Context: an optimization exercise on an open-source flow, tuned for small area, a short achievable clock period and few clock cycles per item. The choices shown serve that exercise and are no tape-out recipe. Where RTL was checked, it was by simulation tests only, not by an equivalence proof against the original. Power and IR drop assume default switching activity.

==> flow/design.v (excerpt) <==
module sp_multicycle #(
  parameter int MEM_AW = 12
) (
  input  logic                 clk,
  input  logic                 rst,
  input  logic                 in_valid,
  input  logic [31:0]          inst,
  output logic                 out_valid,
  output logic [31:0]          inst_addr,
  output logic [MEM_AW-1:0]    mem_addr,
  output logic                 mem_wen,
  output logic [31:0]          mem_wdata,
  input  logic [31:0]          mem_rdata
);
Size in the first run: about 4,500 cells after synthesis, about 57,000 um2 of cells after synthesis.
Settings: LEC_CHECK=0, CAP_MARGIN=20, CORE_MARGIN=2, CORE_UTILIZATION=45, CTS_CLUSTER_DIAMETER=100, CTS_CLUSTER_SIZE=25, PLACE_DENSITY=0.6, SLEW_MARGIN=20, SYNTH_HIERARCHICAL=1; clock period 10.0 ns.
standard.sh (not shown) runs the stock make flow with config.mk's settings and CLKGATE_MAP_FILE= SYNTH_SCRIPT=/design/flow/synth_recipe.tcl, a recipe that flattens the netlist after the stock synthesis.
==> flow/flow/run.sh <==
#!/bin/bash
set -euo pipefail
bash standard.sh SETUP_SLACK_MARGIN=5.6 finish > make.log 2>&1
Testbench counts at the start, summed over its fixed seeds: cycles 49,704, insts 24,000.
==> next run, changes <==
--- a/flow/design.v
+++ b/flow/design.v
@@ -34,26 +34,24 @@
   localparam logic [5:0] FN_JR  = 6'd7;
   localparam int S_ADD = 0, S_AND = 1, S_OR = 2, S_NOR = 3, S_SLT = 4,
                  S_SLL = 5, S_PASSB = 6, NSEL = 7;
   logic        exec_q, load_q;
   logic [31:0] pc_q;
   logic [31:0] rf_q [32];
   logic [31:0] rf_vld_q;           
   logic [31:0]     a_q, b_q;       
   logic            cin_q, we_q, lw_q;
   logic [NSEL-1:0] sel_q;
   logic [4:0]      waddr_q;
   logic [MEM_AW-1:0] imm_q;       
-  logic [5:0]      ea_lo_q;        
-  logic            ea_c_q;         
   logic [3:0]      eq_q;           
   logic            beq_q, bne_q;
   logic            wen_q, ovalid_q;
   wire idle  = !exec_q && !load_q;
   wire issue = idle && in_valid;
   wire [5:0]  op    = inst[31:26];
   wire [4:0]  rs    = inst[25:21];
   wire [4:0]  rt    = inst[20:16];
   wire [4:0]  rd    = inst[15:11];
   wire [5:0]  fn    = inst[5:0];
   wire [15:0] imm   = inst[15:0];
   wire [31:0] sel_a = (32'd1 << rs) & rf_vld_q;
@@ -159,32 +157,31 @@
   end
   always_ff @(posedge clk) begin
     a_q     <= rd_a;
     b_q     <= opb ^ {32{inv}};
     eq_q    <= eq;
     beq_q   <= (op == OP_BEQ);
     bne_q   <= (op == OP_BNE);
     cin_q   <= cin;
     we_q    <= we;
     lw_q    <= (op == OP_LW);
     sel_q   <= sel;
     imm_q   <= imm[MEM_AW-1:0];
-    {ea_c_q, ea_lo_q} <= {1'b0, rd_a[5:0]} + {1'b0, imm[5:0]};
     if (idle) waddr_q <= waddr;
     if (rf_we) rf_q[waddr_q] <= rf_wdata;
   end
   assign out_valid = ovalid_q;
   assign inst_addr = tk ? b_q : pc_q;
   assign mem_wen   = wen_q;
-  assign mem_addr  = {a_q[MEM_AW-1:6] + imm_q[MEM_AW-1:6] + {5'd0, ea_c_q}, ea_lo_q};
+  assign mem_addr  = a_q[MEM_AW-1:0] + imm_q;
   assign mem_wdata = b_q;
 endmodule
 module sp_multicycle_rdport (
   input  logic [31:0] sel,
   input  logic [1023:0] rf,
   output logic [31:0] rd
 );
   always_comb begin
     rd = 32'd0;
     for (int i = 0; i < 32; i++) rd = rd | ({32{sel[i]}} & rf[32*i +: 32]);
   end
 endmodule
=> Worst setup slack is worse by 210 ps; power fell slightly; routed wire length fell by a few percent; via count fell slightly; hold slack is better by 35 ps; non-clock buffer count fell by 6; sequential share of layout area rose by 0.26 points; die area rose slightly; critical path depth rose by 4; area after synthesis rose slightly; maximum frequency fell by a few percent.
No functional check of the RTL was part of the second run of this note.

The RTL this note starts from:
==> flow/design.v <==
module sp_multicycle #(
  parameter int MEM_AW = 12
) (
  input  logic                 clk,
  input  logic                 rst,
  input  logic                 in_valid,
  input  logic [31:0]          inst,
  output logic                 out_valid,
  output logic [31:0]          inst_addr,
  output logic [MEM_AW-1:0]    mem_addr,
  output logic                 mem_wen,
  output logic [31:0]          mem_wdata,
  input  logic [31:0]          mem_rdata
);
  localparam logic [5:0] OP_RTYPE = 6'd0;
  localparam logic [5:0] OP_ANDI  = 6'd1;
  localparam logic [5:0] OP_ORI   = 6'd2;
  localparam logic [5:0] OP_ADDI  = 6'd3;
  localparam logic [5:0] OP_SUBI  = 6'd4;
  localparam logic [5:0] OP_LW    = 6'd5;
  localparam logic [5:0] OP_SW    = 6'd6;
  localparam logic [5:0] OP_BEQ   = 6'd7;
  localparam logic [5:0] OP_BNE   = 6'd8;
  localparam logic [5:0] OP_LUI   = 6'd9;
  localparam logic [5:0] OP_J     = 6'd10;
  localparam logic [5:0] OP_JAL   = 6'd11;
  localparam logic [5:0] FN_AND = 6'd0;
  localparam logic [5:0] FN_OR  = 6'd1;
  localparam logic [5:0] FN_ADD = 6'd2;
  localparam logic [5:0] FN_SUB = 6'd3;
  localparam logic [5:0] FN_SLT = 6'd4;
  localparam logic [5:0] FN_SLL = 6'd5;
  localparam logic [5:0] FN_NOR = 6'd6;
  localparam logic [5:0] FN_JR  = 6'd7;
  localparam int S_ADD = 0, S_AND = 1, S_OR = 2, S_NOR = 3, S_SLT = 4,
                 S_SLL = 5, S_PASSB = 6, NSEL = 7;
  logic        exec_q, load_q;
  logic [31:0] pc_q;
  logic [31:0] rf_q [32];
  logic [31:0] rf_vld_q;           
  logic [31:0]     a_q, b_q;       
  logic            cin_q, we_q, lw_q;
  logic [NSEL-1:0] sel_q;
  logic [4:0]      shamt_q;
  logic [4:0]      waddr_q;
  logic [MEM_AW-1:0] imm_q;       
  logic [31:0]     br_q;           
  logic            tk_q;           
  logic            wen_q, ovalid_q;
  wire idle  = !exec_q && !load_q;
  wire issue = idle && in_valid;
  wire [5:0]  op    = inst[31:26];
  wire [4:0]  rs    = inst[25:21];
  wire [4:0]  rt    = inst[20:16];
  wire [4:0]  rd    = inst[15:11];
  wire [4:0]  shamt = inst[10:6];
  wire [5:0]  fn    = inst[5:0];
  wire [15:0] imm   = inst[15:0];
  wire [31:0] sel_a = (32'd1 << rs) & rf_vld_q;
  wire [31:0] sel_b = (32'd1 << rt) & rf_vld_q;
  logic [31:0] rd_a, rd_b;
  logic [1023:0] rf_flat;
  always_comb for (int i = 0; i < 32; i++) rf_flat[32*i +: 32] = rf_q[i];
  sp_multicycle_rdport u_rda (.sel(sel_a), .rf(rf_flat), .rd(rd_a));
  sp_multicycle_rdport u_rdb (.sel(sel_b), .rf(rf_flat), .rd(rd_b));
  wire [31:0] sext_imm = {{16{imm[15]}}, imm};
  wire [31:0] zext_imm = {16'h0000, imm};
  wire [31:0] pc_plus4 = pc_q + 32'd4;
  wire [31:0] br_tgt   = pc_plus4 + {sext_imm[29:0], 2'b00};
  wire [31:0] jmp_tgt  = {pc_q[31:28], inst[25:0], 2'b00};
  wire        eq       = (rd_a == rd_b);
  wire is_r = (op == OP_RTYPE);
  logic [31:0]     npc;
  logic            tk;
  logic [31:0]     opb;
  logic            cin, we;
  logic [NSEL-1:0] sel;
  logic [4:0]      waddr;
  always_comb begin
    npc   = pc_plus4;
    tk    = 1'b0;
    opb   = sext_imm;
    cin   = 1'b0;
    we    = 1'b0;
    sel   = '0;
    waddr = rt;
    case (op)
      OP_RTYPE: begin
        waddr = rd;
        we    = 1'b1;
        opb   = rd_b;
        case (fn)
          FN_AND: sel[S_AND] = 1'b1;
          FN_OR:  sel[S_OR]  = 1'b1;
          FN_ADD: sel[S_ADD] = 1'b1;
          FN_SUB: begin sel[S_ADD] = 1'b1; opb = ~rd_b; cin = 1'b1; end
          FN_SLT: begin sel[S_SLT] = 1'b1; opb = ~rd_b; cin = 1'b1; end
          FN_SLL: sel[S_SLL] = 1'b1;
          FN_NOR: sel[S_NOR] = 1'b1;
          FN_JR: begin
            we  = 1'b0;
            npc = rd_a;
          end
          default: we = 1'b0;
        endcase
      end
      OP_ANDI: begin we = 1'b1; sel[S_AND] = 1'b1; opb = zext_imm; end
      OP_ORI:  begin we = 1'b1; sel[S_OR]  = 1'b1; opb = zext_imm; end
      OP_ADDI: begin we = 1'b1; sel[S_ADD] = 1'b1; end
      OP_SUBI: begin we = 1'b1; sel[S_ADD] = 1'b1; opb = ~sext_imm; cin = 1'b1; end
      OP_LUI:  begin we = 1'b1; sel[S_PASSB] = 1'b1; opb = {imm, 16'h0000}; end
      OP_SW:   opb = rd_b;
      OP_BEQ:  tk = eq;
      OP_BNE:  tk = !eq;
      OP_J:    npc = jmp_tgt;
      OP_JAL: begin
        we    = 1'b1;
        waddr = 5'd31;
        sel[S_PASSB] = 1'b1;
        opb   = pc_plus4;
        npc   = jmp_tgt;
      end
      default: ;
    endcase
  end
  wire [32:0] sum_c = {a_q, 1'b1} + {b_q, cin_q};
  wire [31:0] sum   = sum_c[32:1];
  wire        slt = (a_q[31] ^ ~b_q[31]) ? a_q[31] : sum[31];
  wire [31:0] alu =
      ({32{sel_q[S_ADD]}}   & sum)
    | ({32{sel_q[S_AND]}}   & (a_q & b_q))
    | ({32{sel_q[S_OR]}}    & (a_q | b_q))
    | ({32{sel_q[S_NOR]}}   & ~(a_q | b_q))
    | ({32{sel_q[S_SLT]}}   & {31'd0, slt})
    | ({32{sel_q[S_SLL]}}   & (a_q << shamt_q))
    | ({32{sel_q[S_PASSB]}} & b_q);
  wire        rf_we    = (exec_q && we_q) || load_q;
  wire [31:0] rf_wdata = load_q ? mem_rdata : alu;
  always_ff @(posedge clk or posedge rst) begin
    if (rst) begin
      exec_q   <= 1'b0;
      load_q   <= 1'b0;
      ovalid_q <= 1'b0;
      wen_q    <= 1'b0;
      pc_q     <= 32'd0;
      tk_q     <= 1'b0;
      rf_vld_q <= 32'd0;
    end else begin
      exec_q   <= issue;
      load_q   <= exec_q && lw_q;
      ovalid_q <= (issue && op != OP_LW) || (exec_q && lw_q);
      wen_q    <= issue && op == OP_SW;
      if (issue) pc_q <= npc;
      else if (tk_q) pc_q <= br_q;
      tk_q     <= issue && tk;
      if (rf_we) rf_vld_q[waddr_q] <= 1'b1;
    end
  end
  always_ff @(posedge clk) begin
    a_q     <= rd_a;
    b_q     <= opb;
    cin_q   <= cin;
    we_q    <= we;
    lw_q    <= (op == OP_LW);
    sel_q   <= sel;
    shamt_q <= shamt;
    imm_q   <= imm[MEM_AW-1:0];
    br_q    <= br_tgt;
    if (idle) waddr_q <= waddr;
    if (rf_we) rf_q[waddr_q] <= rf_wdata;
  end
  assign out_valid = ovalid_q;
  assign inst_addr = tk_q ? br_q : pc_q;
  assign mem_wen   = wen_q;
  assign mem_addr  = a_q[MEM_AW-1:0] + imm_q;
  assign mem_wdata = b_q;
endmodule
module sp_multicycle_rdport (
  input  logic [31:0] sel,
  input  logic [1023:0] rf,
  output logic [31:0] rd
);
  always_comb begin
    rd = 32'd0;
    for (int i = 0; i < 32; i++) rd = rd | ({32{sel[i]}} & rf[32*i +: 32]);
  end
endmodule
clock: 10.0 ns
lec_check: 0
cap_margin: 20
core_margin: 2
core_utilization: 45
place_density: 0.6
setup_slack_margin: 5
slew_margin: 20
synth_hierarchical: 1
run.sh (not shown) runs the stock make flow with config.mk's settings and CLKGATE_MAP_FILE= SYNTH_SCRIPT=/design/flow/synth_recipe.tcl, a recipe that flattens the netlist after the stock synthesis.
Stock flow here: none of the scripts above is used.
The baseline finished clean.
Next try:
--- a/flow/design.v
+++ b/flow/design.v
@@ -46,5 +46,6 @@
   logic [MEM_AW-1:0] imm_q;       
   logic [31:0]     br_q;           
-  logic            tk_q;           
+  logic [3:0]      eq_q;           
+  logic            beq_q, bne_q;
   logic            wen_q, ovalid_q;
   wire idle  = !exec_q && !load_q;
@@ -69,8 +70,9 @@
   wire [31:0] br_tgt   = pc_plus4 + {sext_imm[29:0], 2'b00};
   wire [31:0] jmp_tgt  = {pc_q[31:28], inst[25:0], 2'b00};
-  wire        eq       = (rd_a == rd_b);
+  logic [3:0] eq;
+  always_comb for (int i = 0; i < 4; i++) eq[i] = (rd_a[8*i +: 8] == rd_b[8*i +: 8]);
   wire is_r = (op == OP_RTYPE);
   logic [31:0]     npc;
-  logic            tk;
+  logic            inv;
   logic [31:0]     opb;
   logic            cin, we;
@@ -79,5 +81,5 @@
   always_comb begin
     npc   = pc_plus4;
-    tk    = 1'b0;
+    inv   = 1'b0;
     opb   = sext_imm;
     cin   = 1'b0;
@@ -94,6 +96,6 @@
           FN_OR:  sel[S_OR]  = 1'b1;
           FN_ADD: sel[S_ADD] = 1'b1;
-          FN_SUB: begin sel[S_ADD] = 1'b1; opb = ~rd_b; cin = 1'b1; end
-          FN_SLT: begin sel[S_SLT] = 1'b1; opb = ~rd_b; cin = 1'b1; end
+          FN_SUB: begin sel[S_ADD] = 1'b1; inv = 1'b1; cin = 1'b1; end
+          FN_SLT: begin sel[S_SLT] = 1'b1; inv = 1'b1; cin = 1'b1; end
           FN_SLL: sel[S_SLL] = 1'b1;
           FN_NOR: sel[S_NOR] = 1'b1;
@@ -108,9 +110,7 @@
       OP_ORI:  begin we = 1'b1; sel[S_OR]  = 1'b1; opb = zext_imm; end
       OP_ADDI: begin we = 1'b1; sel[S_ADD] = 1'b1; end
-      OP_SUBI: begin we = 1'b1; sel[S_ADD] = 1'b1; opb = ~sext_imm; cin = 1'b1; end
+      OP_SUBI: begin we = 1'b1; sel[S_ADD] = 1'b1; inv = 1'b1; cin = 1'b1; end
       OP_LUI:  begin we = 1'b1; sel[S_PASSB] = 1'b1; opb = {imm, 16'h0000}; end
       OP_SW:   opb = rd_b;
-      OP_BEQ:  tk = eq;
-      OP_BNE:  tk = !eq;
       OP_J:    npc = jmp_tgt;
       OP_JAL: begin
@@ -126,4 +126,6 @@
   wire [32:0] sum_c = {a_q, 1'b1} + {b_q, cin_q};
   wire [31:0] sum   = sum_c[32:1];
+  wire        eq_all = &eq_q;
+  wire        tk     = exec_q && ((beq_q && eq_all) || (bne_q && !eq_all));
   wire        slt = (a_q[31] ^ ~b_q[31]) ? a_q[31] : sum[31];
   wire [31:0] alu =
@@ -144,5 +146,4 @@
       wen_q    <= 1'b0;
       pc_q     <= 32'd0;
-      tk_q     <= 1'b0;
       rf_vld_q <= 32'd0;
     end else begin
@@ -152,6 +153,5 @@
       wen_q    <= issue && op == OP_SW;
       if (issue) pc_q <= npc;
-      else if (tk_q) pc_q <= br_q;
-      tk_q     <= issue && tk;
+      else if (tk) pc_q <= br_q;
       if (rf_we) rf_vld_q[waddr_q] <= 1'b1;
     end
@@ -159,5 +159,8 @@
   always_ff @(posedge clk) begin
     a_q     <= rd_a;
-    b_q     <= opb;
+    b_q     <= opb ^ {32{inv}};
+    eq_q    <= eq;
+    beq_q   <= (op == OP_BEQ);
+    bne_q   <= (op == OP_BNE);
     cin_q   <= cin;
     we_q    <= we;
@@ -171,5 +174,5 @@
   end
   assign out_valid = ovalid_q;
-  assign inst_addr = tk_q ? br_q : pc_q;
+  assign inst_addr = tk ? br_q : pc_q;
   assign mem_wen   = wen_q;
   assign mem_addr  = a_q[MEM_AW-1:0] + imm_q;
After rerunning:
- The changed run ran to the end with no violations
- synthesized area rises by 0.57%
- first-iteration DRC count falls by about 2.2%
- worst setup slack gets better by 0.17 ns
- combinational power rises by about 7%
- synthesized cell count falls by 1.0%
- routed wire length falls by 2.3%
- core utilization falls by 0.39 points
- fmax rises by 3.3%
Testbench counts after the change, summed over its fixed seeds: cycles 49,704, insts 24,000.
No functional check of the RTL was part of the first run of this note.

## re-timing with driven ports
The results above use ideal ports. As a check the final layouts listed here were re-extracted and re-timed, cells and wires unchanged. Step 1, drivers: a clkbuf_16 drives clk and a buf_2 each remaining input, both assumed. Step 2 adds t to the input delays and takes it off the output delays; t is the mean of the earliest and latest rising clock arrival at the registers after step 1. Input paths then give back, and output paths get back, about the clock's delay inside the block. Slacks: no drivers / after step 1 / after step 2; pairs: no drivers / after step 1.
| run | t (ns) | setup WS [ns] | worst data-port slew with drivers (ns) |
|---|---|---|---|
| the first run of note 1 | 0.777 | 5.202 / 5.125 / 4.646 | 0.15 |
| the second run of note 1 | 0.784 | 4.993 / 4.923 / 4.901 | 0.08 |
| the first run of note 2 | 0.839 | 4.748 / 4.756 / 3.916 | 0.09 |
| the second run of note 2 | 0.863 | 4.916 / 4.820 / 4.125 | 0.09 |
After both steps every run listed still meets setup and hold. For the first run of note 2, which loses most, drivers alone change the setup slack by +0.008 ns; drivers and shift together by -0.832 ns.
